Source: an optimization exercise on an open RTL-to-GDS flow (aim: small area and a short achievable clock period). Production flows keep margins and buffers that such runs may drop. RTL that was checked went through simulation tests only; none was proved equivalent to the original. Function not checked in runs 5 and 6: the RTL went through the layout flow alone. Power is estimated from default activity; no workload was simulated.

<file path="run.sh">
#!/bin/bash
# synth_recipe.tcl (not shown) runs the flow's synth.tcl, then flattens the netlist and writes it again
# the make line also repeats each setting of config.mk as NAME=value (left out here)
make -C /OpenROAD-flow-scripts/flow DESIGN_CONFIG=/design/flow/config.mk WORK_HOME=/design/flow/orfs CLKGATE_MAP_FILE= SYNTH_SCRIPT=/design/flow/synth_recipe.tcl finish
</file>
<file path="config.mk">
export PLATFORM = sky130hd
export DESIGN_NAME = sid_synth_top
export DESIGN_NICKNAME = sid_synth_top
export VERILOG_FILES = /design/flow/design.v
export SDC_FILE = /design/flow/constraint.sdc
export NUM_CORES = 4
export LEC_CHECK = 0
export ABC_AREA = 1
export CAP_MARGIN = 20
export CORE_MARGIN = 2
export CORE_UTILIZATION = 40
export CTS_CLUSTER_DIAMETER = 90
export CTS_CLUSTER_SIZE = 25
export SETUP_SLACK_MARGIN = 3.8
export SLEW_MARGIN = 20
</file>
<file path="constraint.sdc">
create_clock -name core_clock -period 7.0 [get_ports {clk}]
set_input_delay 1.4000 -clock core_clock [delete_from_list [all_inputs] [get_ports {clk}]]
set_output_delay 1.4000 -clock core_clock [all_outputs]
set_load 0.01 [all_outputs]
</file>
<file path="design.v">
`default_nettype none
package synth_pkg;
    localparam int REG_W = 8;
    function automatic logic [8:0] add8(input logic [7:0] a, input logic [7:0] b,
                                        input logic ci);
        logic [8:0] s;
        logic       c;
        c = ci;
        for (int i = 0; i < 8; i++) begin
            s[i] = a[i] ^ b[i] ^ c;
            c    = (a[i] & b[i]) | (c & (a[i] ^ b[i]));
        end
        s[8] = c;
        add8 = s;
    endfunction
    function automatic logic [8:0] inc8(input logic [7:0] a, input logic ci);
        logic [8:0] s;
        logic       c;
        c = ci;
        for (int i = 0; i < 8; i++) begin
            s[i] = a[i] ^ c;
            c    = a[i] & c;
        end
        s[8] = c;
        inc8 = s;
    endfunction
endpackage
`default_nettype wire
`timescale 1ns/1ps
`default_nettype none
module spi_voice_regs #(
    parameter int NUM_VOICES = 4
) (
    input  wire logic                         clk,
    input  wire logic                         rst_n,
    input  wire logic                         spi_clk,
    input  wire logic                         spi_cs_n,
    input  wire logic                         spi_mosi,
    input  wire logic                         freq_busy,
    output logic [NUM_VOICES-1:0][15:0]       freq,
    output logic [NUM_VOICES-1:0][7:0]        pw,
    output logic [NUM_VOICES-1:0][7:0]        attack,
    output logic [NUM_VOICES-1:0][7:0]        attack_n,
    output logic [NUM_VOICES-1:0][7:0]        sustain,
    output logic [NUM_VOICES-1:0][7:0]        sustain_n,
    output logic [NUM_VOICES-1:0][3:0]        wave,      
    output logic [NUM_VOICES-1:0][3:0]        wave_n
);
    logic sclk_s1, sclk_s2, cs_n_s1, mosi_s1;
    logic [NUM_VOICES-1:0][15:0] freq_n;
    always_ff @(posedge clk or negedge rst_n) begin
        if (!rst_n) begin
            sclk_s1 <= 1'b0;
            sclk_s2 <= 1'b0;
            cs_n_s1 <= 1'b1;
            mosi_s1 <= 1'b0;
        end else begin
            sclk_s1 <= spi_clk;
            sclk_s2 <= sclk_s1;
            cs_n_s1 <= spi_cs_n;
            mosi_s1 <= spi_mosi;
        end
    end
    logic       sclk_rise;
    logic [3:0] bit_cnt;
    logic [4:0] hdr;        
    logic [7:0] dat;        
    logic       frame_done;
    logic       last;       
    assign sclk_rise  = sclk_s1 & ~sclk_s2;
    assign frame_done = ~cs_n_s1 & sclk_rise & last;
    always_ff @(posedge clk or negedge rst_n) begin
        if (!rst_n) begin
            bit_cnt <= '0;
            last    <= 1'b0;
        end else if (cs_n_s1) begin
            bit_cnt <= '0;
            last    <= 1'b0;
        end else if (sclk_rise) begin
            bit_cnt <= bit_cnt + 4'd1;
            last    <= (bit_cnt == 4'd14);
        end
    end
    always_ff @(posedge clk) begin
        if (sclk_rise && bit_cnt < 4'd5) hdr <= {hdr[3:0], mosi_s1};
        if (sclk_rise) dat <= {dat[6:0], mosi_s1};
    end
    logic       is_f;       
    logic       pend_f;     
    logic       wr_now, wr_f;
    logic [7:0] wr_data;
    assign is_f = (hdr[4:3] == 2'b00);
    always_ff @(posedge clk or negedge rst_n) begin
        if (!rst_n) pend_f <= 1'b0;
        else        pend_f <= (pend_f | (frame_done & is_f)) & freq_busy;
    end
    assign wr_now  = frame_done;
    assign wr_f    = (frame_done | pend_f) & ~freq_busy;
    assign wr_data = pend_f ? dat : {dat[6:0], mosi_s1};
    always_comb begin
        freq_n    = freq;
        wave_n    = wave;
        attack_n  = attack;
        sustain_n = sustain;
        for (int v = 0; v < NUM_VOICES; v++) begin
            if (hdr[1:0] == 2'(v)) begin
                case (hdr[4:2])
                    3'd0: if (wr_f)   freq_n[v][7:0]  = wr_data;
                    3'd1: if (wr_f)   freq_n[v][15:8] = wr_data;
                    3'd4: if (wr_now) attack_n[v]  = wr_data;
                    3'd5: if (wr_now) sustain_n[v] = wr_data;
                    3'd6: if (wr_now) wave_n[v]    = {wr_data[6], wr_data[5], wr_data[4], wr_data[0]};
                    default: ;
                endcase
            end
        end
    end
    always_ff @(posedge clk or negedge rst_n) begin
        if (!rst_n) begin
            freq    <= '0;
            pw      <= '0;
            attack  <= '0;
            sustain <= '0;
            wave    <= '0;
        end else begin
            freq    <= freq_n;
            wave    <= wave_n;
            attack  <= attack_n;
            sustain <= sustain_n;
            if (wr_now) begin
                for (int v = 0; v < NUM_VOICES; v++) begin
                    if (hdr[1:0] == 2'(v)) begin
                        if (hdr[4:2] == 3'd2) pw[v]      <= wr_data;
                    end
                end
            end
        end
    end
endmodule
`default_nettype wire
`timescale 1ns/1ps
`default_nettype none
module sid_voice (
    input  wire logic        clk,
    input  wire logic        rst_n,
    input  wire logic        is254,
    input  wire logic        step_en,
    input  wire logic        at_tick,
    input  wire logic        pass2,
    input  wire logic [15:0] freq,
    input  wire logic [7:0]  pw,
    input  wire logic [7:0]  attack,
    input  wire logic [7:0]  attack_n,
    input  wire logic [7:0]  sustain,
    input  wire logic [7:0]  sustain_n,
    input  wire logic [3:0]  wave,
    input  wire logic [3:0]  wave_n,
    input  wire logic        gate_n,
    output logic      [7:0]  m
);
    localparam logic [2:0] S_IDLE = 3'd0, S_ATK = 3'd1, S_DEC = 3'd2,
                           S_SUS = 3'd3, S_REL = 3'd4;
    logic [15:0] acc;    
    logic [7:0]  p;      
    logic        ca;     
    logic        cb;     
    logic        c16;    
    logic [16:0] acc_sum;
    logic [8:0]  sa, sb, sc;
    logic [8:0]  p_inc;
    logic [7:0]  p_step;
    assign acc_sum   = {1'b0, acc} + {1'b0, freq};
    assign c16       = acc_sum[16] & step_en;
    assign sa        = synth_pkg::add8({2'b0, acc[5:0]},   {2'b0, freq[5:0]   & {6{step_en}}}, 1'b0);
    assign sb        = synth_pkg::add8({3'b0, acc[10:6]},  {3'b0, freq[10:6]  & {5{at_tick}}}, ca);
    assign sc        = synth_pkg::add8({3'b0, acc[15:11]}, {3'b0, freq[15:11] & {5{pass2}}},   cb);
    assign p_inc     = synth_pkg::inc8(p, 1'b1);
    assign p_step    = c16 ? p_inc[7:0] : p;
    always_ff @(posedge clk or negedge rst_n) begin
        if (!rst_n) begin
            acc <= '0;
            p   <= '0;
            ca  <= 1'b0;
            cb  <= 1'b0;
        end else begin
            ca          <= sa[6] & step_en;
            cb          <= sb[5] & at_tick;
            acc[5:0]    <= sa[5:0];
            acc[10:6]   <= sb[4:0];
            acc[15:11]  <= sc[4:0];
            p           <= p_step;
        end
    end
    logic [7:0] env;
    logic [2:0] st;
    logic [2:0] gst;
    logic [7:0] nenv, opb, sus_lvl, cval;
    logic [3:0] nib;
    logic [8:0] esum;
    logic       is_atk, is_dec, is_rel, done, done_n;
    always_comb begin
        gst = st;
        if (gate_n && (st == S_IDLE || st == S_REL)) gst = S_ATK;
        else if (!gate_n && (st == S_ATK || st == S_DEC || st == S_SUS)) gst = S_REL;
    end
    logic [8:0] atk_t;
    logic [9:0] dx, dy, dz, ds, dc, dsum;
    assign atk_t = {1'b0, env} + 9'(attack_n[3:0]) + 9'd2;
    assign dx    = {2'b0, env};
    assign dy    = {2'b0, ~sustain_n[3:0], ~sustain_n[3:0]};
    assign dz    = {2'b0, 4'hF, ~attack_n[7:4]};
    assign ds    = dx ^ dy ^ dz;
    assign dc    = ((dx & dy) | (dx & dz) | (dy & dz)) << 1;
    assign dsum  = ds + dc;
    always_comb begin
        case (gst)
            S_ATK:   done_n = atk_t[8];
            S_DEC:   done_n = ~dsum[9];
            default: done_n = {1'b0, env} <= 9'(sustain_n[7:4]) + 9'd1;
        endcase
    end
    always_ff @(posedge clk) begin
        is_atk <= (gst == S_ATK);
        is_dec <= (gst == S_DEC);
        is_rel <= (gst == S_REL);
        done   <= done_n;
    end
    assign sus_lvl = {sustain[3:0], sustain[3:0]};
    assign nib  = is_dec ? attack[7:4] : sustain[7:4];
    assign opb  = is_atk ? {4'b0000, attack[3:0]} : {4'b1111, ~nib};
    assign esum = {1'b0, env} + {1'b0, opb} + 9'(is_atk);
    assign cval = is_atk ? 8'hFF : (is_dec ? sus_lvl : 8'h00);
    assign nenv = (is_atk | is_dec | is_rel) ? (done ? cval : esum[7:0]) : env;
    always_ff @(posedge clk or negedge rst_n) begin
        if (!rst_n) begin
            env <= '0;
            st  <= S_IDLE;
        end else if (step_en) begin
            env <= nenv;
            if (is_atk)      st <= done ? S_DEC  : S_ATK;
            else if (is_dec) st <= done ? S_SUS  : S_DEC;
            else if (is_rel) st <= done ? S_IDLE : S_REL;
        end
    end
    logic [3:0] xlo_n, xhi, w_lo;
    logic       g_n;
    assign xlo_n = (wave_n[2] ? p_step[3:0] : 4'hF) &
                   (wave_n[1] ? ({p_step[2:0], 1'b0} ^ {4{p_step[7]}}) : 4'hF);
    assign xhi   = (wave[2] ? p[7:4] : 4'hF) & (wave[1] ? (p[6:3] ^ {4{p[7]}}) : 4'hF);
    assign g_n   = (wave[1] | wave[2] | wave[3]) & (~wave[3] | (p < pw));
    logic        use_m;
    logic [11:0] o0, o1, o2, o3, o4, s1, c1, s2, c2, s3, c3, part;
    assign o0 = 12'(m & {8{use_m}});
    assign o1 = 12'(env & {8{w_lo[0]}});
    assign o2 = 12'(env & {8{w_lo[1]}}) << 1;
    assign o3 = 12'(env & {8{w_lo[2]}}) << 2;
    assign o4 = 12'(env & {8{w_lo[3]}}) << 3;
    assign s1 = o0 ^ o1 ^ o2;
    assign c1 = ((o0 & o1) | (o0 & o2) | (o1 & o2)) << 1;
    assign s2 = s1 ^ c1 ^ o3;
    assign c2 = ((s1 & c1) | (s1 & o3) | (c1 & o3)) << 1;
    assign s3 = s2 ^ c2 ^ o4;
    assign c3 = ((s2 & c2) | (s2 & o4) | (c2 & o4)) << 1;
    assign part = s3 + c3;
    always_ff @(posedge clk) begin
        w_lo  <= step_en ? xlo_n : (xhi & {4{g_n}});
        use_m <= at_tick & g_n;
        m     <= part[11:4];
    end
endmodule
`default_nettype wire
`timescale 1ns/1ps
`default_nettype none
module voice_mixer #(
    parameter int NUM_VOICES = 4,
    parameter int MIX_W      = 10
) (
    input  wire logic                             clk,
    input  wire logic                             rst_n,
    input  wire logic [NUM_VOICES-1:0][7:0]       level,
    output logic                                  is254,
    output logic                                  step_en,
    output logic                                  at_tick,
    output logic                                  pass2,
    output logic                                  freq_busy,
    output logic      [MIX_W-1:0]                 sample,
    output logic                                  sample_valid
);
    logic [7:0] div_cnt;
    logic       seen;       
    logic       out_en;
    assign freq_busy = step_en | at_tick;
    always_ff @(posedge clk or negedge rst_n) begin
        if (!rst_n) begin
            div_cnt <= '0;
            seen    <= 1'b0;
            is254   <= 1'b0;
            step_en <= 1'b0;
            at_tick <= 1'b0;
            pass2   <= 1'b0;
            out_en  <= 1'b0;
        end else begin
            div_cnt <= div_cnt + 8'd1;
            if (step_en) seen <= 1'b1;
            is254   <= (div_cnt == 8'd253);
            step_en <= is254;
            at_tick <= step_en;
            pass2   <= at_tick;
            out_en  <= pass2 & seen;
        end
    end
    logic [MIX_W-1:0] l0, l1, l2, l3, s1, c1, s2, c2, level_sum;
    assign l0 = MIX_W'(level[0]);
    assign l1 = MIX_W'(level[1]);
    assign l2 = MIX_W'(level[2]);
    assign l3 = MIX_W'(level[3]);
    assign s1 = l0 ^ l1 ^ l2;
    assign c1 = ((l0 & l1) | (l0 & l2) | (l1 & l2)) << 1;
    assign s2 = s1 ^ c1 ^ l3;
    assign c2 = ((s1 & c1) | (s1 & l3) | (c1 & l3)) << 1;
    assign level_sum = s2 + c2;
    always_ff @(posedge clk or negedge rst_n) begin
        if (!rst_n) begin
            sample       <= '0;
            sample_valid <= 1'b0;
        end else begin
            sample_valid <= out_en;
            if (out_en) sample <= level_sum;
        end
    end
endmodule
`default_nettype wire
`timescale 1ns/1ps
`default_nettype none
module sid_synth_top #(
    parameter  int NUM_VOICES = 4,
    parameter  int SAMPLE_DIV = 256,
    localparam int MIX_W      = synth_pkg::REG_W + 2
) (
    input  wire logic             clk,
    input  wire logic             rst_n,
    input  wire logic             spi_clk,
    input  wire logic             spi_cs_n,
    input  wire logic             spi_mosi,
    output logic      [MIX_W-1:0] sample,
    output logic                  sample_valid
);
    logic [NUM_VOICES-1:0][15:0] freq;
    logic [NUM_VOICES-1:0][7:0]  pw, attack, attack_n, sustain, sustain_n, level;
    logic [NUM_VOICES-1:0][3:0]  wave, wave_n;
    logic                        is254, step_en, at_tick, pass2, freq_busy;
    spi_voice_regs #(
        .NUM_VOICES (NUM_VOICES)
    ) u_regs (
        .clk      (clk),
        .rst_n    (rst_n),
        .spi_clk  (spi_clk),
        .spi_cs_n (spi_cs_n),
        .spi_mosi (spi_mosi),
        .freq_busy(freq_busy),
        .freq     (freq),
        .pw       (pw),
        .attack   (attack),
        .attack_n (attack_n),
        .sustain  (sustain),
        .sustain_n(sustain_n),
        .wave     (wave),
        .wave_n   (wave_n)
    );
    for (genvar v = 0; v < NUM_VOICES; v++) begin : g_voice
        sid_voice u_voice (
            .clk     (clk),
            .rst_n   (rst_n),
            .is254   (is254),
            .step_en (step_en),
            .at_tick (at_tick),
            .pass2   (pass2),
            .freq    (freq[v]),
            .pw      (pw[v]),
            .attack  (attack[v]),
            .attack_n(attack_n[v]),
            .sustain (sustain[v]),
            .sustain_n(sustain_n[v]),
            .wave    (wave[v]),
            .wave_n  (wave_n[v]),
            .gate_n  (wave_n[v][0]),
            .m       (level[v])
        );
    end
    voice_mixer #(
        .NUM_VOICES (NUM_VOICES),
        .MIX_W      (MIX_W)
    ) u_mixer (
        .clk          (clk),
        .rst_n        (rst_n),
        .level        (level),
        .is254        (is254),
        .step_en      (step_en),
        .at_tick      (at_tick),
        .pass2        (pass2),
        .freq_busy    (freq_busy),
        .sample       (sample),
        .sample_valid (sample_valid)
    );
endmodule
`default_nettype wire
</file>
==> flow_metrics.py, run 1 <==
metrics = {
    "clock_tree": {
        "clk_pin_slew_ps": 100,
        "cts_buffers": 27,
        "cts_num_sinks": 440,
        "clk_latency_ps": 610,
        "postCtsHoldBufs": 0,
        "cts_buffer_depth": 3,
        "cts_root_buf": "clkbuf_16",
        "htree_num_levels": 1,
        "cts_tree": "built",
    },
    "drt": {
        "ant_nets": 0,
        "wl_per_cell_microns": 16.19,
        "drt-initial-drc-count": 1556,
        "drc": 0,
        "viasPerCell": 4.979,
        "vias": 21919,
        "drt_wl_total_microns": 71250,
        "firstDrtPassIters": 5,
    },
    "synth": {
        "avgSynthCellArea_sq_um": 8.569,
        "ys.flop_type": "dfrtp_1",
        "ys_types": 51,
        "synth_top_family_by_area": "adder cells",
        "synth_fp_nets": 3812,
        "yosys.area.top_type": "dfrtp_1",
        "synthSimpleGateAreaFrac_pct": 17.04,
        "yosysWarnings": 3,
        "synth-xor-area-share_pct": 1.857,
        "synth_compound_area_share_pct": 10.32,
        "ys_seq_area_share_pct": 37.32,
        "synthTopCellsByArea": "dfrtp_1 31%, fa_1 13%, ha_1 12%",
        "synth_mux_area_share_pct": 0.03480,
        "synthCells": 3357,
        "syn_area_sq_um": 28770,
        "async_flop_share_pct": 81.59,
        "yosysTopAreaCellShare_pct": 31.14,
        "synthAdderAreaFrac_pct": 24.27,
        "synth_edf_count": 13,
        "ys_ff_latch": 440,
    },
    "floorplan": {
        "die_h_microns": 272.2,
        "coreArea_sq_um": 71360,
        "std_cell_rows": 98,
        "dieArea_sq_um": 74070,
        "chipWidth_microns": 272.2,
        "start_util_pct": 40.31,
        "pin_count": 16,
    },
    "sta": {
        "setup_tns_ps": 0,
        "fin_skew_ps": 20.96,
        "worst_pin_slew_ps": 1020,
        "rsz0062_at_grt": "true",
        "fin_crit_ps": 3332,
        "drv_slew": 0,
        "finalCritPeriodShare_pct": 47.60,
        "maxSlewHeadroom_pct": 31.51,
        "fin_ws_ps": 3668,
        "fmax_mhz": 300.1,
        "final-hold-violation-count": 0,
        "setup-violations-final": 0,
        "hold_ws_ps": 383.3,
    },
    "layout": {
        "layout-drive-gt1-share_pct": 10.46,
        "finalInstanceArea_sq_um": 32260,
        "final_util_pct": 45.20,
        "fin_nets": 3888,
        "final_cells": 4402,
        "area_delta_synth_final_pct": 12.15,
        "seqCellArea_sq_um": 10830,
        "multi_input_area_sq_um": 15970,
        "antennaDiodeCount": 0,
        "fillers": 7015,
    },
    "worst_setup_path": {
        "crit_type": "reg -> reg",
        "cp_slowest_cell": "edfxtp_1",
        "timing.critical_path.to": "g_voice[0].u_voice.done",
        "crit_cells": 16,
        "crit_buf_inv": 2,
        "cp_data_required_time_ps": 7490,
        "reg2reg_depth": 16,
        "end_kind": "register",
        "worstSetupStartpoint": "u_regs.hdr[1]",
        "path_delay_family": "simple AND/OR/NAND/NOR gates",
        "crit_top_cell": "nand2_1",
        "reg2reg_slack_ps": 3670,
        "timing.rr.end": "g_voice[0].u_voice.done",
        "startpoint_type": "register",
        "slowest_delay_ps": 530,
        "crit_arrival_ps": 3820,
        "path_max_fanout": 7,
        "worstPathCellList": "nor2_1, nand3_1, inv_1, o22ai_4, ha_1, xor2_1, ha_1, nand2_1, or2_2, nand2_1, nand3_1, o2bb2ai_1, nand4_1, nand2_1, inv_1, nand2_1",
        "r2r-start": "u_regs.hdr[1]",
    },
    "grt": {
        "track_usage_pct": 19.45,
        "grt_max_degree": 158,
        "grt_pass1_vias": 21283,
        "antenna_found_initial": 1,
        "grt_pass1_wl_microns": 115600,
        "globalRouteOverflowTotal": 0,
    },
    "place": {
        "place.gp.congestion": 0.8802,
        "post-place-ws_ps": 3389,
        "dpl_cell_area_sq_um": 30020,
        "io_buffers": 15,
        "dp_cells": 4254,
        "hpwl_microns": 50880,
    },
    "power": {
        "swShare_pct": 24.88,
        "peakVddDrop_mv": 0.1732,
        "p_switching_mw": 1.100,
        "p_int_mw": 3.322,
        "p_clk_share_pct": 40.3,
        "total_power_mw": 4.422,
        "seq_power_share_pct": 57.7,
        "combPwrFrac_pct": 2.0,
        "power_leakage_nw": 16.81,
        "power.density_nw_per_um2": 137.1,
    },
    "hold_path": {
        "whs_path_depth": 0,
        "hp-class": "reg -> reg",
    },
    "job": {
        "maxCapViolations": 0,
    },
    "outcome": {
        "status": "no timing/DRC/antenna violations",
    },
}
==> worst register-to-register path, stage by stage, from the launching register on <==
cell and delay, ps:
edfxtp_1 530, nor2_1 460, nand3_1 310, inv_1 270
o22ai_4 120, ha_1 250, xor2_1 170, ha_1 310
nand2_1 60, or2_2 270, nand2_1 60, nand3_1 60
o2bb2ai_1 130, nand4_1 90, nand2_1 60, inv_1 50
nand2_1 40
==> synth_stat cells, types with 11 or more instances <==
master      n
ha_1      270
nand4_1    28
nor2_1     94
o21ai_1    37
o21ai_0   167
dfrtp_1   358
nand3_1   148
a21oi_1   195
a22oi_1    27
fa_1      180
nand2_1   822
inv_2      11
xor2_1     40
xnor2_1    21
dfxtp_1    68
buf_2      14
nand3b_1   13
clkbuf_1   55
nor3_1     25
inv_1     609
edfxtp_1   13
o22ai_1    59
==> final cells by class <==
class	instances	share of cell area, %
well taps	950	3.685
clock buffers	31	2.141
flip-flops and latches	440	33.58
clock inverters	17	0.6012
repair buffers	122	3.235
multi-input cells	2222	49.50
inverters	620	7.264
==> layer usage <==
metal	up-vias	wire length, microns	track usage [%]
li1	10878	-	-
met2	357	32370	31.46
met1	10609	34950	28.58
met4	0	1426	3.991
met5	-	0	0
met3	75	2502	1.596
==> worst min-delay path by stage <==
stage / start / end / slack [ps]
2_1_floorplan: u_mixer.is254 / u_mixer.step_en / 330
3_3_place_gp: u_mixer.is254 / u_mixer.step_en / 370
3_5_place_dp: u_mixer.is254 / u_mixer.step_en / 380
4_1_cts: u_mixer.is254 / u_mixer.step_en / 390
5_1_grt: u_mixer.is254 / u_mixer.step_en / 390
6_report: u_mixer.is254 / u_mixer.step_en / 380
==> cells by family (layout without fill, tap and decap cells) <==
logic type / count (synthesis) / after routing
multiplexers: 1 / 1
XOR/XNOR: 61 / 61
buffers and inverters: 696 / 790
adder cells (fa/ha/maj): 450 / 450
AND/OR/NAND/NOR: 1174 / 1175
flip-flops: 440 / 440
AO/OA/AOI/OAI: 535 / 535
==> timing repair <==
item	CTS	global route
endpoints found under the hold margin	0	0
endpoints found under the setup margin	44	48
pin swaps	36	20
cloned	0	1
setup buffers	58	41
gates resized for setup	85	80
==> layout by cell type (no fill, tap or decap), types with 7 or more instances in the layout <==
cell,count
a21oi_1,176
a21oi_2,21
a22oi_1,27
buf_4,98
clkbuf_16,27
clkdlybuf4s50_1,14
dfrtp_1,328
dfrtp_2,29
dfxtp_1,46
dfxtp_2,11
dfxtp_4,11
edfxtp_1,13
fa_1,170
fa_2,10
ha_1,261
ha_4,8
inv_1,596
inv_2,19
nand2_1,796
nand2_2,27
nand2_4,7
nand3_1,142
nand3_2,7
nand3b_1,13
nand4_1,28
nor2_1,93
nor3_1,24
o21a_1,7
o21ai_0,162
o21ai_1,37
o21ai_2,9
o22ai_1,51
or2_2,10
xnor2_1,20
xor2_1,40
==> registers in the layout, indices dropped and copies added (netlist names), 5 cells and up <==
name and flops:
g_voice.u_voice.acc 64, u_regs.freq 64, g_voice.u_voice.env 32, g_voice.u_voice.m 32
g_voice.u_voice.p 32, u_regs.attack 32, u_regs.pw 32, u_regs.sustain 32
g_voice.u_voice.w_lo 16, u_regs.wave 16, g_voice.u_voice.st 12, u_mixer.sample 10
u_mixer.div_cnt 8, u_regs.dat 8, u_regs.hdr 5
==> power groups by stage <==
stage | sequential [mW] | clock [mW] | combinational (mW)
after floorplan | 2.60 | 0 | 0.0203
after global placement | 2.61 | 0 | 0.0853
after global routing | 2.55 | 1.93 | 0.0997
after CTS | 2.55 | 1.84 | 0.0862
final | 2.55 | 1.78 | 0.0875
after detailed placement | 2.61 | 0 | 0.0859
==> run 2: changes to the inputs <==
--- a/config.mk
+++ b/config.mk
@@ -13,3 +13,3 @@
 export CTS_CLUSTER_SIZE = 25
-export SETUP_SLACK_MARGIN = 3.8
+export SETUP_SLACK_MARGIN = 4.2
 export SLEW_MARGIN = 20
==> flow_metrics.py, run 2 <==
metrics = {
    "drt": {
        "drt-initial-drc-count": 1526,
        "firstDrtPassIters": 5,
        "ant_nets": 0,
        "vias": 22444,
        "drt_wl_total_microns": 73490,
        "wl_per_cell_microns": 16.35,
        "drc": 0,
        "viasPerCell": 4.993,
    },
    "synth": {
        "synth.most_common_cell": "nand2_1",
        "ys_top_cells_by_count": "822 x nand2_1, 609 x inv_1, 358 x dfrtp_1",
        "yosys.area.top_type": "dfrtp_1",
        "ys_seq_area_share_pct": 37.32,
        "yosysTopAreaCellShare_pct": 31.14,
        "synth_edf_count": 13,
        "synthTopCellsByArea": "dfrtp_1 31%, fa_1 13%, ha_1 12%",
        "ys.flop_type": "dfrtp_1",
        "ys_ff_latch": 440,
        "synth_fp_nets": 3812,
        "synthCells": 3357,
        "yosysWarnings": 3,
        "ys_types": 51,
        "syn_area_sq_um": 28770,
        "avgSynthCellArea_sq_um": 8.569,
        "async_flop_share_pct": 81.59,
    },
    "grt": {
        "grt_pass1_vias": 22151,
        "grt_max_degree": 113,
        "track_usage_pct": 19.93,
        "grt_pass1_wl_microns": 119600,
        "antenna_found_initial": 0,
        "globalRouteOverflowTotal": 0,
    },
    "power": {
        "peakVddDrop_mv": 0.1630,
        "p_int_mw": 3.433,
        "combPwrFrac_pct": 2.2,
        "swShare_pct": 24.04,
        "power.density_nw_per_um2": 132.2,
        "seq_power_share_pct": 56.3,
        "p_switching_mw": 1.086,
        "p_clk_share_pct": 41.4,
        "power_leakage_nw": 17.50,
    },
    "layout": {
        "area_delta_synth_final_pct": 18.89,
        "layout-drive-gt1-share_pct": 18.93,
        "final_common_cell": "nand2_1",
        "top_regs": "g_voice.u_voice.acc (64), u_regs.freq (64)",
        "finalInstanceArea_sq_um": 34200,
        "layout_common_cells": "746 x nand2_1, 563 x inv_1, 325 x dfrtp_1, 241 x ha_1, 164 x a21oi_1",
        "antennaDiodeCount": 0,
        "fin_nets": 3979,
        "fillers": 6754,
    },
    "sta": {
        "finalCritPeriodShare_pct": 47.95,
        "fmax_mhz": 297.9,
        "fin_crit_ps": 3357,
        "drv_slew": 0,
        "setup-violations-final": 0,
        "worst_pin_slew_ps": 884.0,
        "final-hold-violation-count": 0,
        "fin_skew_ps": 28.57,
        "rsz0062_at_grt": "true",
        "setup_tns_ps": 0,
        "maxSlewHeadroom_pct": 40.61,
    },
    "hold_path": {
        "whs_path_depth": 0,
        "hp-start": "u_mixer.is254",
        "min_to": "u_mixer.step_en",
        "hp-class": "reg -> reg",
    },
    "worst_setup_path": {
        "cp_data_required_time_ps": 7490,
        "cp_slowest_cell": "fa_1",
        "reg2reg_slack_ps": 3640,
        "r2r-start": "g_voice[0].u_voice.use_m",
        "crit_arrival_ps": 3850,
        "worstPathCellList": "nand2_4, fa_1, inv_2, fa_1, inv_1, fa_1, inv_2, fa_2, nand3_2, nand2_2, a21oi_2, inv_1, a21oi_2, inv_1, a21oi_2, o21bai_1",
        "path_max_fanout": 5,
        "slowest_delay_ps": 550,
        "startpoint_type": "register",
        "timing.rr.end": "g_voice[0].u_voice.m[7]",
        "reg2reg_depth": 16,
        "end_kind": "register",
        "crit_type": "reg -> reg",
    },
    "floorplan": {
        "start_util_pct": 40.31,
        "dieArea_sq_um": 74070,
        "std_cell_rows": 98,
        "die_h_microns": 272.2,
        "coreArea_sq_um": 71360,
        "pin_count": 16,
        "chipWidth_microns": 272.2,
    },
    "clock_tree": {
        "cts_root_buf": "clkbuf_16",
        "htree_num_levels": 1,
        "cts_num_sinks": 440,
        "clk_latency_ps": 620,
        "cts_buffers": 28,
        "cts_tree": "built",
        "clk_pin_slew_ps": 100,
        "cts_buffer_depth": 3,
    },
    "place": {
        "place.gp.congestion": 0.8831,
        "io_buffers": 15,
        "hpwl_microns": 52070,
        "dpl_cell_area_sq_um": 30300,
    },
    "outcome": {
        "status": "no timing/DRC/antenna violations",
    },
    "job": {
        "maxCapViolations": 0,
    },
}
[run 2: cell counts after synthesis]
Identical to the previous run, type by type.
[run 2: through the flow]
stage,instances,hold WS [ps],util (%),power (mW),worst slack [ps]
floorplan,3357,331.2,-,2.625,3697
global placement,4255,334.7,42.46,2.692,3426
detailed placement,4255,336.4,42.46,2.693,3419
CTS,4429,360.0,46.14,4.577,3674
global route,4495,393.5,47.92,4.676,3468
finish,4495,357.5,47.92,4.520,3643
[run 2: what timing repair did]
action / 4_1_cts / 5_1_grt
buffers inserted: 123 / 66
endpoints found under the setup margin: 116 / 92
hold buffers: 0 / 0
resized for setup: 245 / 207
pin swaps: 85 / 92
[run 2: power groups by stage]
stage	combinational (mW)	sequential (mW)	clock, mW
after detailed placement	0.0865	2.61	0
final	0.101	2.55	1.87
after CTS	0.0982	2.55	1.93
after global placement	0.0861	2.61	0
after floorplan	0.0203	2.60	0
after global routing	0.112	2.55	2.02
[run 2: cell type report]
class | count | area (sq um) | share of cell area [%]
clock inverter | 18 | 206.4 | 0.6037
sequential | 440 | 10880 | 31.82
clock buffer | 33 | 750.7 | 2.195
timing repair buffer | 213 | 1859 | 5.437
tap | 950 | 1189 | 3.476
multi-input combinational | 2221 | 16940 | 49.52
inverter | 620 | 2377 | 6.952
[run 2: worst max path at each step]
| stage | start | end | slack (ps) |
|---|---|---|---|
| finish | g_voice[0].u_voice.use_m | g_voice[0].u_voice.m[7] | 3640 |
| floorplan | g_voice[0].u_voice.use_m | g_voice[0].u_voice.m[7] | 3700 |
| CTS | u_regs.hdr[0] | g_voice[3].u_voice.done | 3670 |
| detailed placement | g_voice[0].u_voice.use_m | g_voice[0].u_voice.m[7] | 3420 |
| global placement | u_regs.hdr[0] | g_voice[3].u_voice.done | 3430 |
| global route | g_voice[0].u_voice.use_m | g_voice[0].u_voice.m[7] | 3470 |
[run 2: worst max-delay path: cells and delay by family, from the launching register on]
family                     cells  cell delay (ps)
and+or+nand+nor                3              200
AOI/OAI and AO/OA              4              460
buffers and inverters          5              270
adders and majority gates      4             1930
DFF                            1              390
[run 2: cells by family (layout without fill, tap and decap cells)]
group	Yosys count	after routing	share of synthesized area (%)
adders and majority gates	450	450	24.27
and+or+nand+nor	1174	1174	17.04
DFF	440	440	37.32
buffers and inverters	696	884	9.156
AOI/OAI and AO/OA	535	535	10.32
muxes	1	1	0.03480
xor gates and xnor gates	61	61	1.857
[run 2: per-layer routing]
metal	GRT usage [%]	wire length, microns	vias up
met3	1.869	2591	104
met2	32.62	34320	368
li1	-	-	11058
met5	0	0	-
met4	3.890	1586	0
met1	28.92	34990	10914
==> run 3: changes to the inputs <==
--- a/config.mk
+++ b/config.mk
@@ -13,3 +13,3 @@
 export CTS_CLUSTER_SIZE = 25
-export SETUP_SLACK_MARGIN = 4.2
+export SETUP_SLACK_MARGIN = 3.6
 export SLEW_MARGIN = 20
==> flow_metrics.py, run 3 <==
metrics = {
    "floorplan": {
        "die_h_microns": 272.2,
        "coreArea_sq_um": 71360,
        "pin_count": 16,
        "chipWidth_microns": 272.2,
        "std_cell_rows": 98,
        "start_util_pct": 40.31,
        "dieArea_sq_um": 74070,
    },
    "layout": {
        "area_delta_synth_final_pct": 11.13,
        "antennaDiodeCount": 0,
        "layout_common_cells": "801 x nand2_1, 604 x inv_1, 330 x dfrtp_1, 263 x ha_1, 182 x a21oi_1",
        "layout-drive-gt1-share_pct": 9.096,
        "top_regs": "g_voice.u_voice.acc (64), u_regs.freq (64)",
        "final_common_cell": "nand2_1",
        "fin_nets": 3864,
    },
    "worst_setup_path": {
        "crit_arrival_ps": 3830,
        "crit_buf_inv": 5,
        "slowest_delay_ps": 550,
        "worstPathCellList": "nand2_2, fa_1, inv_2, fa_1, inv_1, fa_1, inv_2, ha_4, a21oi_2, nand2_2, a21oi_2, inv_1, a21oi_2, inv_1, a21oi_1, o21bai_1",
        "path_max_fanout": 6,
        "reg2reg_depth": 16,
        "startpoint_type": "register",
        "crit_type": "reg -> reg",
        "end_kind": "register",
        "reg2reg_slack_ps": 3680,
        "timing.rr.end": "g_voice[0].u_voice.m[7]",
        "r2r-start": "g_voice[0].u_voice.use_m",
        "cp_slowest_cell": "fa_1",
        "cp_data_required_time_ps": 7500,
        "path_delay_family": "adder cells",
    },
    "sta": {
        "final-hold-violation-count": 0,
        "setup-violations-final": 0,
        "maxSlewHeadroom_pct": 34.98,
        "finalCritPeriodShare_pct": 47.47,
        "hold_ws_ps": 400.7,
        "fin_skew_ps": 31.17,
        "drv_slew": 0,
        "setup_tns_ps": 0,
        "worst_pin_slew_ps": 975.3,
        "rsz0062_at_grt": "true",
        "fmax_mhz": 300.9,
        "fin_crit_ps": 3323,
    },
    "clock_tree": {
        "cts_buffers": 29,
        "cts_root_buf": "clkbuf_16",
        "clk_pin_slew_ps": 90,
        "cts_tree": "built",
        "cts_buffer_depth": 3,
        "htree_num_levels": 1,
        "cts_num_sinks": 440,
        "clk_latency_ps": 620,
    },
    "synth": {
        "yosysTopAreaCellShare_pct": 31.14,
        "synth_fp_nets": 3812,
        "ys_seq_area_share_pct": 37.32,
        "synth_edf_count": 13,
        "avgSynthCellArea_sq_um": 8.569,
        "ys_top_cells_by_count": "822 x nand2_1, 609 x inv_1, 358 x dfrtp_1",
        "ys.flop_type": "dfrtp_1",
        "async_flop_share_pct": 81.59,
        "syn_area_sq_um": 28770,
        "synthCells": 3357,
        "ys_types": 51,
        "yosys.area.top_type": "dfrtp_1",
        "yosysWarnings": 3,
        "ys_ff_latch": 440,
        "synthTopCellsByArea": "dfrtp_1 31%, fa_1 13%, ha_1 12%",
        "synth.most_common_cell": "nand2_1",
    },
    "drt": {
        "firstDrtPassIters": 5,
        "wl_per_cell_microns": 16.02,
        "wl_met3_microns": 2890,
        "routed.top_layer": "met4",
        "ant_nets": 0,
        "vias": 21727,
        "drt-initial-drc-count": 1382,
        "drt_wl_total_microns": 70170,
        "wl_met1_microns": 33230,
        "wl_met2_microns": 31990,
        "viasPerCell": 4.961,
        "drc": 0,
    },
    "grt": {
        "track_usage_pct": 19.03,
        "grt_max_degree": 135,
        "globalRouteOverflowTotal": 0,
        "antenna_found_initial": 1,
        "grt_pass1_wl_microns": 113500,
        "grt_pass1_vias": 21222,
    },
    "place": {
        "io_buffers": 15,
        "place.gp.congestion": 0.8924,
        "hpwl_microns": 51360,
    },
    "power": {
        "power.density_nw_per_um2": 142.1,
        "power_leakage_nw": 16.67,
        "peakVddDrop_mv": 0.1845,
    },
    "hold_path": {
        "whs_path_depth": 0,
        "min_to": "u_mixer.step_en",
        "hp-class": "reg -> reg",
        "hp-start": "u_mixer.is254",
    },
    "outcome": {
        "status": "no timing/DRC/antenna violations",
    },
    "job": {
        "maxCapViolations": 0,
    },
}
run 3: cell counts after synthesis:
No cell type changed its count.
run 3: area by class of cell:
cell class | count | area [sq um]
Clock buffer | 33 | 750.7
Clock inverter | 19 | 255.2
Fill cell | 6966 | 39400
Inverter | 620 | 2335
Multi-Input combinational cell | 2222 | 15780
Sequential cell | 440 | 10840
Tap cell | 950 | 1189
Timing Repair Buffer | 96 | 813.3
run 3: logic make-up (layout without fill, tap and decap cells):
group | count (synthesis) | in the layout | synth area share [%]
fa+ha+maj | 450 | 450 | 24.27
simple gates | 1174 | 1175 | 17.04
xor+xnor | 61 | 61 | 1.857
buf+inv | 696 | 768 | 9.156
compound gates | 535 | 535 | 10.32
flops | 440 | 440 | 37.32
mux | 1 | 1 | 0.03480
run 3: repair_timing:
action                                  in CTS  in global routing
resized for setup                           64                 89
cloned                                       0                  1
pin swaps                                    6                 41
buffers inserted                            24                 50
hold buffers                                 0                  0
endpoints found under the setup margin      14                 20
run 3: metrics by stage:
stage | area [sq um] | worst slack [ps] | power (mW) | std cells | utilization [%]
3_5_place_dp | 29910 | 3305 | 2.692 | 4253 | 41.92
6_report | 31970 | 3677 | 4.543 | 4380 | 44.79
2_1_floorplan | 28790 | 3603 | 2.625 | 3357 | -
3_3_place_gp | 29910 | 3406 | 2.692 | 4253 | 41.92
5_1_grt | 31970 | 3510 | 4.711 | 4380 | 44.79
4_1_cts | 31250 | 3580 | 4.612 | 4329 | 43.79
run 3: worst max path at each step:
stage	from	to	slack [ps]	cells past startpoint
CTS	g_voice[1].u_voice.w_lo[1]	g_voice[1].u_voice.m[7]	3580	14
global placement	g_voice[2].u_voice.env[2]	g_voice[2].u_voice.m[7]	3410	14
floorplan	g_voice[3].u_voice.w_lo[1]	g_voice[3].u_voice.m[7]	3600	15
finish	g_voice[0].u_voice.use_m	g_voice[0].u_voice.m[7]	3680	16
detailed placement	g_voice[1].u_voice.env[2]	g_voice[1].u_voice.m[7]	3310	14
global route	g_voice[1].u_voice.use_m	g_voice[1].u_voice.m[7]	3510	14
run 3: report_power, final:
part           switching (mW)  leakage [nW]  total (mW)  internal [mW]
Sequential            0.00572          5.63        2.55           2.54
Clock                    1.07         0.477        1.91          0.841
Combinational          0.0728          10.6      0.0853         0.0125
run 3: layer usage:
metal / global-route usage, % / up-vias
li1: - / 10819
met1: 26.95 / 10439
met2: 30.75 / 369
met3: 2.433 / 100
met4: 5.119 / 0
met5: 0 / -
==> run 4: changes to the inputs <==
--- a/config.mk
+++ b/config.mk
@@ -7,3 +7,2 @@
 export LEC_CHECK = 0
-export ABC_AREA = 1
 export CAP_MARGIN = 20
@@ -11,5 +10,5 @@
 export CORE_UTILIZATION = 40
-export CTS_CLUSTER_DIAMETER = 90
-export CTS_CLUSTER_SIZE = 25
-export SETUP_SLACK_MARGIN = 3.6
+export CTS_CLUSTER_DIAMETER = 80
+export CTS_CLUSTER_SIZE = 20
+export SETUP_SLACK_MARGIN = 3.5
 export SLEW_MARGIN = 20
==> flow_metrics.py, run 4 <==
metrics = {
    "outcome": {
        "status": "no timing/DRC/antenna violations",
    },
    "sta": {
        "final-hold-violation-count": 0,
        "maxSlewHeadroom_pct": 34.16,
        "worst_pin_slew_ps": 984.0,
        "drv_slew": 0,
        "setup_tns_ps": 0,
        "finalCritPeriodShare_pct": 50.88,
        "fmax_mhz": 280.8,
        "fin_crit_ps": 3562,
        "rsz0062_at_grt": "true",
        "fin_skew_ps": 21.12,
        "setup-violations-final": 0,
    },
    "drt": {
        "firstDrtPassIters": 6,
        "drt-initial-drc-count": 1428,
        "drc": 0,
        "wl_met2_microns": 32650,
        "wl_per_cell_microns": 17.92,
        "routed.top_layer": "met4",
        "vias": 20531,
        "wl_met3_microns": 3088,
        "ant_nets": 0,
        "drt_wl_total_microns": 69960,
        "wl_met1_microns": 32120,
        "viasPerCell": 5.259,
    },
    "worst_setup_path": {
        "path_max_fanout": 7,
        "startpoint_type": "register",
        "crit_arrival_ps": 4060,
        "worstPathCellList": "nand2_4, fa_1, inv_2, fa_1, inv_1, fa_1, inv_2, ha_4, a31o_2, a21o_1, a311o_1, a21o_1, a21oi_2, xnor2_1",
        "cp_data_required_time_ps": 7500,
        "crit_type": "reg -> reg",
        "crit_top_cell": "fa_1",
        "slowest_delay_ps": 550,
        "end_kind": "register",
        "cp_slowest_cell": "fa_1",
    },
    "place": {
        "io_buffers": 15,
        "hpwl_microns": 50670,
        "dp_cells": 3779,
        "place.gp.congestion": 0.8814,
        "dpl_cell_area_sq_um": 29740,
    },
    "power": {
        "p_switching_mw": 1.147,
        "p_clk_share_pct": 44.4,
        "swShare_pct": 24.16,
        "peakVddDrop_mv": 0.1643,
        "p_int_mw": 3.601,
        "power_leakage_nw": 15.53,
        "combPwrFrac_pct": 1.8,
        "seq_power_share_pct": 53.7,
        "power.density_nw_per_um2": 149.4,
    },
    "synth": {
        "async_flop_share_pct": 81.59,
        "yosys.area.top_type": "dfrtp_1",
        "synth_edf_count": 13,
        "ys_types": 78,
        "syn_area_sq_um": 28470,
        "ys_top_cells_by_count": "370 x nand2_1, 358 x dfrtp_1, 323 x inv_1",
        "avgSynthCellArea_sq_um": 9.814,
        "yosysWarnings": 3,
        "synthCells": 2901,
        "synthTopCellsByArea": "dfrtp_1 31%, fa_1 13%, ha_1 12%",
        "ys_seq_area_share_pct": 37.71,
        "synth.most_common_cell": "nand2_1",
        "ys_ff_latch": 440,
        "ys.flop_type": "dfrtp_1",
        "synth_fp_nets": 3356,
        "yosysTopAreaCellShare_pct": 31.47,
    },
    "layout": {
        "finalInstanceArea_sq_um": 31790,
        "layout-drive-gt1-share_pct": 10.76,
        "top_regs": "g_voice.u_voice.acc (64), u_regs.freq (64)",
        "antennaDiodeCount": 0,
        "final_common_cell": "nand2_1",
        "fin_nets": 3396,
        "area_delta_synth_final_pct": 11.64,
        "final_cells": 3904,
        "layout_common_cells": "358 x nand2_1, 333 x dfrtp_1, 319 x inv_1, 266 x ha_1, 179 x o21ai_0",
    },
    "clock_tree": {
        "cts_root_buf": "clkbuf_16",
        "clk_pin_slew_ps": 80,
        "htree_num_levels": 2,
        "cts_buffers": 34,
        "clk_latency_ps": 580,
        "cts_num_sinks": 440,
        "cts_buffer_depth": 3,
        "cts_tree": "built",
    },
    "grt": {
        "grt_pass1_vias": 21514,
        "grt_pass1_wl_microns": 115400,
        "globalRouteOverflowTotal": 0,
        "antenna_found_initial": 0,
        "grt_max_degree": 149,
        "track_usage_pct": 19.63,
    },
    "hold_path": {
        "hp-class": "reg -> reg",
    },
    "floorplan": {
        "die_h_microns": 270.8,
        "pin_count": 16,
        "dieArea_sq_um": 73330,
        "start_util_pct": 40.52,
        "std_cell_rows": 97,
        "chipWidth_microns": 270.8,
        "coreArea_sq_um": 70270,
    },
    "job": {
        "maxCapViolations": 0,
    },
}
## run 4: cell count changes in the layout (fill, tap and decap cells not counted), sizes merged, moves of 33 or more
cell	before	now
mux2	0	37
and2	4	98
inv	628	332
nand3	149	32
o21a	7	44
xnor2	21	64
nand2	830	370
nor2	102	159
a21o	0	34
a21oi	197	164
nor2b	0	38
o22ai	59	5
## run 4: final timing paths
| path | startpoint | endpoint | slack [ps] | depth (start not counted) |
|---|---|---|---|---|
| max | g_voice[0].u_voice.use_m | g_voice[0].u_voice.m[6] | 3440 | 14 |
| min | u_mixer.is254 | u_mixer.step_en | 350 | 0 |
| max reg2reg | g_voice[0].u_voice.use_m | g_voice[0].u_voice.m[6] | 3440 | 14 |
| min reg2reg | u_mixer.is254 | u_mixer.step_en | 350 | 0 |
| max in group asynchronous | rst_n | g_voice[0].u_voice.env[6] | 4760 | 2 |
| min in group asynchronous | rst_n | g_voice[3].u_voice.env[7] | 870 | 1 |
## run 4: final cells by class
cell class | instances | area, sq um
Fill cell | 6542 | 38490
Multi-Input combinational cell | 2043 | 16600
Sequential cell | 440 | 10850
Inverter | 323 | 1212
Tap cell | 940 | 1176
Clock buffer | 40 | 904.6
Timing Repair Buffer | 99 | 818.3
Clock inverter | 19 | 230.2
## run 4: critical path, delay by kind of cell (launching register included)
family | cells | cell delay [ps]
adders and majority gates | 4 | 1770
AOI/OAI and AO/OA | 5 | 960
DFF | 1 | 400
buffers and inverters | 3 | 150
xor gates and xnor gates | 1 | 130
and+or+nand+nor | 1 | 60
## run 4: power groups by stage
stage | logic [mW] | registers [mW] | clock network (mW)
2_1_floorplan | 0.0171 | 2.61 | 0
3_3_place_gp | 0.0857 | 2.61 | 0
3_5_place_dp | 0.0877 | 2.61 | 0
4_1_cts | 0.0898 | 2.55 | 2.17
5_1_grt | 0.0981 | 2.55 | 2.26
6_report | 0.0877 | 2.55 | 2.11
## run 4: timing repair
action / 4_1_cts / 5_1_grt
buffers inserted: 42 / 24
hold endpoints to repair: 0 / 0
gates resized for setup: 78 / 53
endpoints found under the setup margin: 20 / 29
hold buffers: 0 / 0
pin swaps: 20 / 34
## run 4: cell families after synthesis
family / after synthesis / share of synthesized area, %
AND/OR/NAND/NOR: 849 / 14.12
multiplexers: 62 / 2.342
XOR/XNOR: 100 / 3.076
flip-flops: 440 / 37.71
adder cells (fa/ha/maj): 454 / 24.67
AO/OA/AOI/OAI: 578 / 12.56
buffers and inverters: 418 / 5.528
## run 4: metrics by stage
step	total power [mW]	hold slack (ps)	utilization, %	worst slack, ps
global route	4.913	383.0	45.23	3306
floorplan	2.623	331.2	-	3481
detailed placement	2.697	338.6	42.32	3119
finish	4.748	354.0	45.23	3438
CTS	4.813	356.7	44.70	3412
global placement	2.695	335.4	42.32	3204
## run 4: layer usage
layer | track usage [%] | vias to the layer above
li1 | - | 9816
met1 | 26.56 | 10234
met2 | 32.18 | 374
met3 | 3.231 | 107
met4 | 6.136 | 0
met5 | 0 | -
==> run 5: changes to the inputs <==
--- a/design.v
+++ b/design.v
@@ -66,3 +66,4 @@
     logic [4:0] hdr;        
-    logic [7:0] dat;        
+    logic [6:0] dat;        
+    logic       dat0;       
     logic       frame_done;
@@ -85,3 +86,4 @@
         if (sclk_rise && bit_cnt < 4'd5) hdr <= {hdr[3:0], mosi_s1};
-        if (sclk_rise) dat <= {dat[6:0], mosi_s1};
+        if (sclk_rise && bit_cnt[3] && !last) dat <= {dat[5:0], mosi_s1};
+        if (sclk_rise && last) dat0 <= mosi_s1;
     end
@@ -98,3 +100,3 @@
     assign wr_f    = (frame_done | pend_f) & ~freq_busy;
-    assign wr_data = pend_f ? dat : {dat[6:0], mosi_s1};
+    assign wr_data = {dat, pend_f ? dat0 : mosi_s1};
     always_comb begin
--- a/config.mk
+++ b/config.mk
@@ -7,2 +7,3 @@
 export LEC_CHECK = 0
+export ABC_AREA = 1
 export CAP_MARGIN = 20
@@ -10,4 +11,4 @@
 export CORE_UTILIZATION = 40
-export CTS_CLUSTER_DIAMETER = 80
-export CTS_CLUSTER_SIZE = 20
+export CTS_CLUSTER_DIAMETER = 90
+export CTS_CLUSTER_SIZE = 25
 export SETUP_SLACK_MARGIN = 3.5
==> flow_metrics.py, run 5 <==
metrics = {
    "synth": {
        "synthAdderAreaFrac_pct": 24.18,
        "yosysTopAreaCellShare_pct": 31.03,
        "synthCells": 3354,
        "yosys.area.top_type": "dfrtp_1",
        "synthTopCellsByArea": "dfrtp_1 31%, fa_1 12%, ha_1 12%",
        "ys_top_cells_by_count": "806 x nand2_1, 620 x inv_1, 358 x dfrtp_1",
        "syn_area_sq_um": 28870,
        "synth_edf_count": 13,
        "ys_seq_area_share_pct": 37.19,
        "yosysWarnings": 3,
        "ys_ff_latch": 440,
        "async_flop_share_pct": 81.59,
        "synth.most_common_cell": "nand2_1",
        "avgSynthCellArea_sq_um": 8.608,
        "synth-xor-area-share_pct": 1.881,
        "synth_top_family_by_area": "adder cells",
        "synth_mux_area_share_pct": 0,
        "synthSimpleGateAreaFrac_pct": 16.59,
        "synth_fp_nets": 3809,
        "ys_types": 51,
        "ys.flop_type": "dfrtp_1",
        "synth_compound_area_share_pct": 10.90,
    },
    "worst_setup_path": {
        "cp_slowest_cell": "fa_1",
        "startpoint_type": "register",
        "worstPathCellList": "nand2_4, fa_1, inv_1, fa_1, inv_1, fa_1, nor2_1, nand2_1, nor2_2, inv_2, fa_2, o21ai_4, a21oi_2, inv_1, a21oi_2, inv_1, a21oi_1, o21bai_1",
        "reg2reg_slack_ps": 3620,
        "cp_data_required_time_ps": 7530,
        "crit_type": "reg -> reg",
        "crit_arrival_ps": 3910,
        "end_kind": "register",
        "crit_top_cell": "inv_1",
        "slowest_delay_ps": 530,
        "path_max_fanout": 2,
    },
    "sta": {
        "final-hold-violation-count": 0,
        "drv_slew": 0,
        "setup-violations-final": 0,
        "fin_ws_ps": 3620,
        "worst_pin_slew_ps": 971.9,
        "rsz0062_at_grt": "true",
        "finalCritPeriodShare_pct": 48.28,
        "fin_skew_ps": 35.75,
        "fmax_mhz": 295.9,
        "maxSlewHeadroom_pct": 35.21,
        "setup_tns_ps": 0,
        "fin_crit_ps": 3380,
    },
    "layout": {
        "fillers": 7080,
        "multi_input_area_sq_um": 15660,
        "top_regs": "g_voice.u_voice.acc (64), u_regs.freq (64)",
        "final_cells": 4356,
        "antennaDiodeCount": 0,
        "layout-drive-gt1-share_pct": 7.252,
        "area_delta_synth_final_pct": 9.568,
        "final_common_cell": "nand2_1",
        "final_util_pct": 44.25,
        "layout_common_cells": "802 x nand2_1, 617 x inv_1, 330 x dfrtp_1, 267 x ha_1, 190 x o21ai_0",
        "seqCellArea_sq_um": 10830,
        "fin_nets": 3843,
    },
    "clock_tree": {
        "cts_num_sinks": 440,
        "cts_buffer_depth": 3,
        "clk_pin_slew_ps": 100,
        "cts_root_buf": "clkbuf_16",
        "cts_tree": "built",
        "clk_latency_ps": 620,
        "cts_buffers": 27,
        "htree_num_levels": 1,
    },
    "job": {
        "maxCapViolations": 0,
    },
    "grt": {
        "globalRouteOverflowTotal": 0,
        "grt_max_degree": 158,
        "antenna_found_initial": 2,
        "grt_pass1_wl_microns": 113500,
        "track_usage_pct": 18.98,
        "grt_pass1_vias": 21130,
    },
    "power": {
        "p_switching_mw": 1.157,
        "swShare_pct": 25.32,
        "p_int_mw": 3.413,
        "combPwrFrac_pct": 3.8,
        "power_leakage_nw": 16.55,
        "peakVddDrop_mv": 0.1846,
        "seq_power_share_pct": 56.8,
        "p_clk_share_pct": 39.4,
        "total_power_mw": 4.570,
        "power.density_nw_per_um2": 144.5,
    },
    "drt": {
        "viasPerCell": 4.940,
        "ant_nets": 0,
        "wl_per_cell_microns": 15.90,
        "firstDrtPassIters": 5,
        "drt_wl_total_microns": 69270,
        "drt-initial-drc-count": 1583,
        "vias": 21517,
        "drc": 0,
    },
    "floorplan": {
        "die_h_microns": 272.7,
        "dieArea_sq_um": 74350,
        "start_util_pct": 40.39,
        "chipWidth_microns": 272.7,
        "coreArea_sq_um": 71490,
        "pin_count": 16,
        "std_cell_rows": 98,
    },
    "hold_path": {
        "hp-class": "reg -> reg",
    },
    "place": {
        "hpwl_microns": 51480,
        "dp_cells": 4249,
        "place.gp.congestion": 0.8907,
        "io_buffers": 15,
        "post-place-ws_ps": 3248,
    },
    "outcome": {
        "status": "no timing/DRC/antenna violations",
    },
}
==> run 5: cell count changes in the layout (fill, tap and decap cells not counted), moves of 38 or more <==
cell | before | now
nand3_1 | 28 | 146
and2_1 | 96 | 4
inv_1 | 319 | 617
nand2_1 | 358 | 802
nor2b_1 | 38 | 0
nor2_1 | 157 | 101
==> run 5: timing repair <==
action	CTS	global route
hold buffers	0	0
setup buffers	11	49
pin swaps	0	21
gates resized for setup	44	70
setup endpoints to repair	9	21
==> run 5: critical path, delay by kind of cell, from the launching register on <==
kind	cells	cell delay, ps
AO/OA/AOI/OAI	5	430
AND/OR/NAND/NOR	4	360
buffers and inverters	5	290
adder cells (fa/ha/maj)	4	1810
flip-flops	1	400
==> run 5: path summary, 6_finish.rpt <==
check | to | cells after the start | from
worst min-delay path | u_mixer.step_en | 0 | u_mixer.is254
min in group asynchronous | u_regs.freq[15] | 1 | rst_n
max in group asynchronous | g_voice[1].u_voice.env[3] | 2 | rst_n
worst min register to register | u_mixer.step_en | 0 | u_mixer.is254
worst max register to register | g_voice[0].u_voice.m[7] | 18 | g_voice[0].u_voice.env[2]
worst max-delay path | g_voice[0].u_voice.m[7] | 18 | g_voice[0].u_voice.env[2]
==> run 5: kinds of logic (layout without fill, tap and decap cells) <==
family	count (synthesis)	after routing
adder cells (fa/ha/maj)	450	450
XOR/XNOR	62	62
buffers and inverters	705	757
flip-flops	440	440
AO/OA/AOI/OAI	551	551
AND/OR/NAND/NOR	1146	1146
==> run 5: area by class of cell <==
| class | count | area share, % |
|---|---|---|
| inverters | 626 | 7.440 |
| clock buffers | 31 | 2.215 |
| multi-input cells | 2209 | 49.49 |
| well taps | 950 | 3.757 |
| repair buffers | 84 | 2.246 |
| clock inverters | 16 | 0.6289 |
| flip-flops and latches | 440 | 34.22 |
==> run 5: routing by layer <==
metal,share of wire (%),track usage (%),vias to the layer above,wire length (microns)
li1,-,-,10721,-
met1,48,27.46,10305,33080
met2,44,29.74,388,30730
met3,4.5,2.100,103,3146
met4,3.4,6.102,0,2322
met5,0,0,-,0
==> run 5: power by group through the flow <==
stage	logic (mW)	clock network, mW	registers, mW
after floorplan	0.101	0	2.63
after global routing	0.205	1.94	2.60
after global placement	0.172	0	2.65
after CTS	0.174	1.86	2.60
after detailed placement	0.173	0	2.65
final	0.175	1.80	2.59
==> run 5: metrics by stage <==
step | hold slack [ps] | instance area (sq um)
after detailed placement | 338.7 | 29980
after global routing | 386.4 | 31640
after global placement | 335.0 | 29980
final | 357.2 | 31640
after floorplan | 331.2 | 28880
after CTS | 359.4 | 31040
==> run 6: changes to the inputs <==
--- a/config.mk
+++ b/config.mk
@@ -13,3 +13,3 @@
 export CTS_CLUSTER_SIZE = 25
-export SETUP_SLACK_MARGIN = 3.5
+export SETUP_SLACK_MARGIN = 3.6
 export SLEW_MARGIN = 20
==> flow_metrics.py, run 6 <==
metrics = {
    "synth": {
        "synth_edf_count": 13,
        "synth_fp_nets": 3809,
        "ys.flop_type": "dfrtp_1",
        "ys_top_cells_by_count": "806 x nand2_1, 620 x inv_1, 358 x dfrtp_1",
        "yosysTopAreaCellShare_pct": 31.03,
        "ys_seq_area_share_pct": 37.19,
        "ys_types": 51,
        "yosysWarnings": 3,
        "syn_area_sq_um": 28870,
        "synthTopCellsByArea": "dfrtp_1 31%, fa_1 12%, ha_1 12%",
        "avgSynthCellArea_sq_um": 8.608,
        "synth.most_common_cell": "nand2_1",
        "yosys.area.top_type": "dfrtp_1",
        "ys_ff_latch": 440,
        "synthCells": 3354,
        "async_flop_share_pct": 81.59,
    },
    "floorplan": {
        "start_util_pct": 40.39,
        "chipWidth_microns": 272.7,
        "dieArea_sq_um": 74350,
        "die_h_microns": 272.7,
        "std_cell_rows": 98,
        "coreArea_sq_um": 71490,
        "pin_count": 16,
    },
    "drt": {
        "drc": 0,
        "drt_wl_total_microns": 71050,
        "vias": 21663,
        "firstDrtPassIters": 6,
        "drt-initial-drc-count": 1562,
        "wl_per_cell_microns": 16.24,
        "viasPerCell": 4.952,
        "ant_nets": 0,
    },
    "hold_path": {
        "whs_path_depth": 0,
        "hp-start": "u_mixer.is254",
        "hp-class": "reg -> reg",
        "min_to": "u_mixer.step_en",
    },
    "place": {
        "place.gp.congestion": 0.8757,
        "dpl_cell_area_sq_um": 29980,
        "dp_cells": 4249,
        "hpwl_microns": 52330,
        "io_buffers": 15,
    },
    "clock_tree": {
        "clk_pin_slew_ps": 90,
        "cts_tree": "built",
        "postCtsHoldBufs": 0,
        "clk_latency_ps": 610,
        "cts_buffers": 27,
        "htree_num_levels": 1,
        "cts_root_buf": "clkbuf_16",
        "cts_num_sinks": 440,
        "cts_buffer_depth": 3,
    },
    "sta": {
        "fin_crit_ps": 3383,
        "setup_tns_ps": 0,
        "worst_pin_slew_ps": 939.8,
        "maxSlewHeadroom_pct": 37.35,
        "fmax_mhz": 295.6,
        "setup-violations-final": 0,
        "fin_skew_ps": 28.34,
        "drv_slew": 0,
        "finalCritPeriodShare_pct": 48.33,
        "rsz0062_at_grt": "true",
        "final-hold-violation-count": 0,
    },
    "layout": {
        "finalInstanceArea_sq_um": 31900,
        "antennaDiodeCount": 0,
        "layout_common_cells": "795 x nand2_1, 613 x inv_1, 329 x dfrtp_1, 263 x ha_1, 191 x o21ai_0",
        "area_delta_synth_final_pct": 10.50,
        "final_common_cell": "nand2_1",
        "final_cells": 4375,
        "fin_nets": 3860,
        "layout-drive-gt1-share_pct": 8.584,
        "top_regs": "g_voice.u_voice.acc (64), u_regs.freq (64)",
    },
    "worst_setup_path": {
        "worstPathCellList": "nand2_2, fa_1, inv_1, fa_1, inv_2, fa_1, nor2_1, nand2_1, nor2_2, inv_2, fa_2, o21ai_2, a21oi_1, inv_1, a21oi_2, inv_1, a21oi_2, o21bai_1",
        "path_delay_family": "adder cells",
        "reg2reg_depth": 18,
        "slowest_delay_ps": 530,
        "cp_slowest_cell": "fa_1",
        "cp_data_required_time_ps": 7530,
        "end_kind": "register",
        "crit_type": "reg -> reg",
        "crit_arrival_ps": 3910,
        "crit_buf_inv": 5,
        "path_max_fanout": 3,
        "timing.rr.end": "g_voice[0].u_voice.m[7]",
        "r2r-start": "g_voice[0].u_voice.env[2]",
        "reg2reg_slack_ps": 3620,
        "startpoint_type": "register",
    },
    "power": {
        "peakVddDrop_mv": 0.1631,
        "power.density_nw_per_um2": 144.3,
        "power_leakage_nw": 16.64,
        "total_power_mw": 4.604,
    },
    "grt": {
        "grt_pass1_vias": 21237,
        "globalRouteOverflowTotal": 0,
        "grt_max_degree": 151,
        "grt_pass1_wl_microns": 115700,
        "track_usage_pct": 19.40,
        "antenna_found_initial": 2,
    },
    "outcome": {
        "status": "no timing/DRC/antenna violations",
    },
    "job": {
        "maxCapViolations": 0,
    },
}
[run 6: timing repair]
item | 4_1_cts | 5_1_grt
setup buffers | 28 | 49
endpoints found under the hold margin | 0 | 0
setup endpoints to repair | 13 | 23
pin swaps | 3 | 49
resized for setup | 59 | 85
[run 6: cell type report]
type	count	area [sq um]
clock buffers	32	704.4
clock inverters	17	210.2
fillers	7033	39580
inverters	626	2357
multi-input cells	2209	15750
flip-flops and latches	440	10840
well taps	950	1189
repair buffers	101	853.3
[run 6: logic make-up after synthesis]
logic type | after synthesis | share of synthesized area (%)
DFF | 440 | 37.19
buffers and inverters | 705 | 9.261
and+or+nand+nor | 1146 | 16.59
AOI/OAI and AO/OA | 551 | 10.90
xor gates and xnor gates | 62 | 1.881
adders and majority gates | 450 | 24.18
[run 6: power by group]
part | total [mW] | leakage (nW) | switching, mW | internal, mW
logic | 0.176 | 10.6 | 0.125 | 0.0512
clock network | 1.83 | 0.447 | 0.999 | 0.834
registers | 2.59 | 5.62 | 0.0299 | 2.56
total | 4.60 | 16.6 | 1.15 | 3.45
[run 6: worst register-to-register path, stage by stage, from the launching register on]
cell      delay [ps]
dfrtp_2          410
nand2_2           70
fa_1             530
inv_1             50
fa_1             490
inv_2             40
fa_1             420
nor2_1            90
nand2_1           60
nor2_2           120
inv_2             70
fa_2             400
o21ai_2          140
a21oi_1           80
inv_1             60
a21oi_2           60
inv_1             70
a21oi_2           50
o21bai_1         110
[run 6: stage by stage]
step	utilization, %	hold WS, ps	setup WS (ps)
floorplan	-	331.2	3617
global placement	41.94	356.0	3408
detailed placement	41.94	345.8	3352
CTS	43.69	367.3	3573
global route	44.63	369.8	3401
finish	44.63	363.6	3617
[run 6: worst max-delay path by stage]
stage	to	start	cells after the start	slack, ps
3_3_place_gp	g_voice[0].u_voice.m[7]	g_voice[0].u_voice.w_lo[1]	18	3410
2_1_floorplan	g_voice[0].u_voice.m[7]	g_voice[0].u_voice.env[2]	18	3620
3_5_place_dp	g_voice[2].u_voice.m[7]	g_voice[2].u_voice.use_m	14	3350
5_1_grt	g_voice[0].u_voice.m[7]	g_voice[0].u_voice.env[2]	18	3400
6_report	g_voice[0].u_voice.m[7]	g_voice[0].u_voice.env[2]	18	3620
4_1_cts	g_voice[2].u_voice.m[7]	g_voice[2].u_voice.use_m	14	3570
[run 6: metal layers]
layer	track usage [%]	up-vias	routed length, microns	part of all wire, %
li1	-	10769	-	-
met1	28.51	10409	34430	48
met2	29.92	399	31410	44
met3	2.434	86	3203	4.5
met4	5.697	0	2012	2.8
met5	0	-	0	0

separate check: timing with driven ports:
Ports are ideal in the flow. The routed layouts listed here were re-timed in OpenROAD.
Step 1 (the two cells are an assumption about what drives the block):
set clk [get_ports {clk}]
set_driving_cell -lib_cell sky130_fd_sc_hd__clkbuf_16 $clk
set_driving_cell -lib_cell sky130_fd_sc_hd__buf_2 [delete_from_list [all_inputs] $clk]
Step 2 moves the port delays by t, midway between the first and last clock arrival at a register: inputs arrive t later, outputs are due t later. That takes back most of the time a late clock gives input paths.
a / b / c = no drivers / after step 1 / after step 2; a / b = the first two.
run | t (ns) | setup WS [ns] | pins driven straight from the clock port
run 1 | 0.657 | 3.668 / 3.668 / 3.668 | 1
run 2 | 0.662 | 3.643 / 3.643 / 3.643 | 1
run 3 | 0.663 | 3.677 / 3.677 / 3.677 | 1
run 4 | 0.635 | 3.438 / 3.438 / 3.438 | 1
run 5 | 0.665 | 3.620 / 3.620 / 3.620 | 1
run 6 | 0.661 | 3.617 / 3.617 / 3.617 | 1
After both steps every run listed still meets setup and hold.
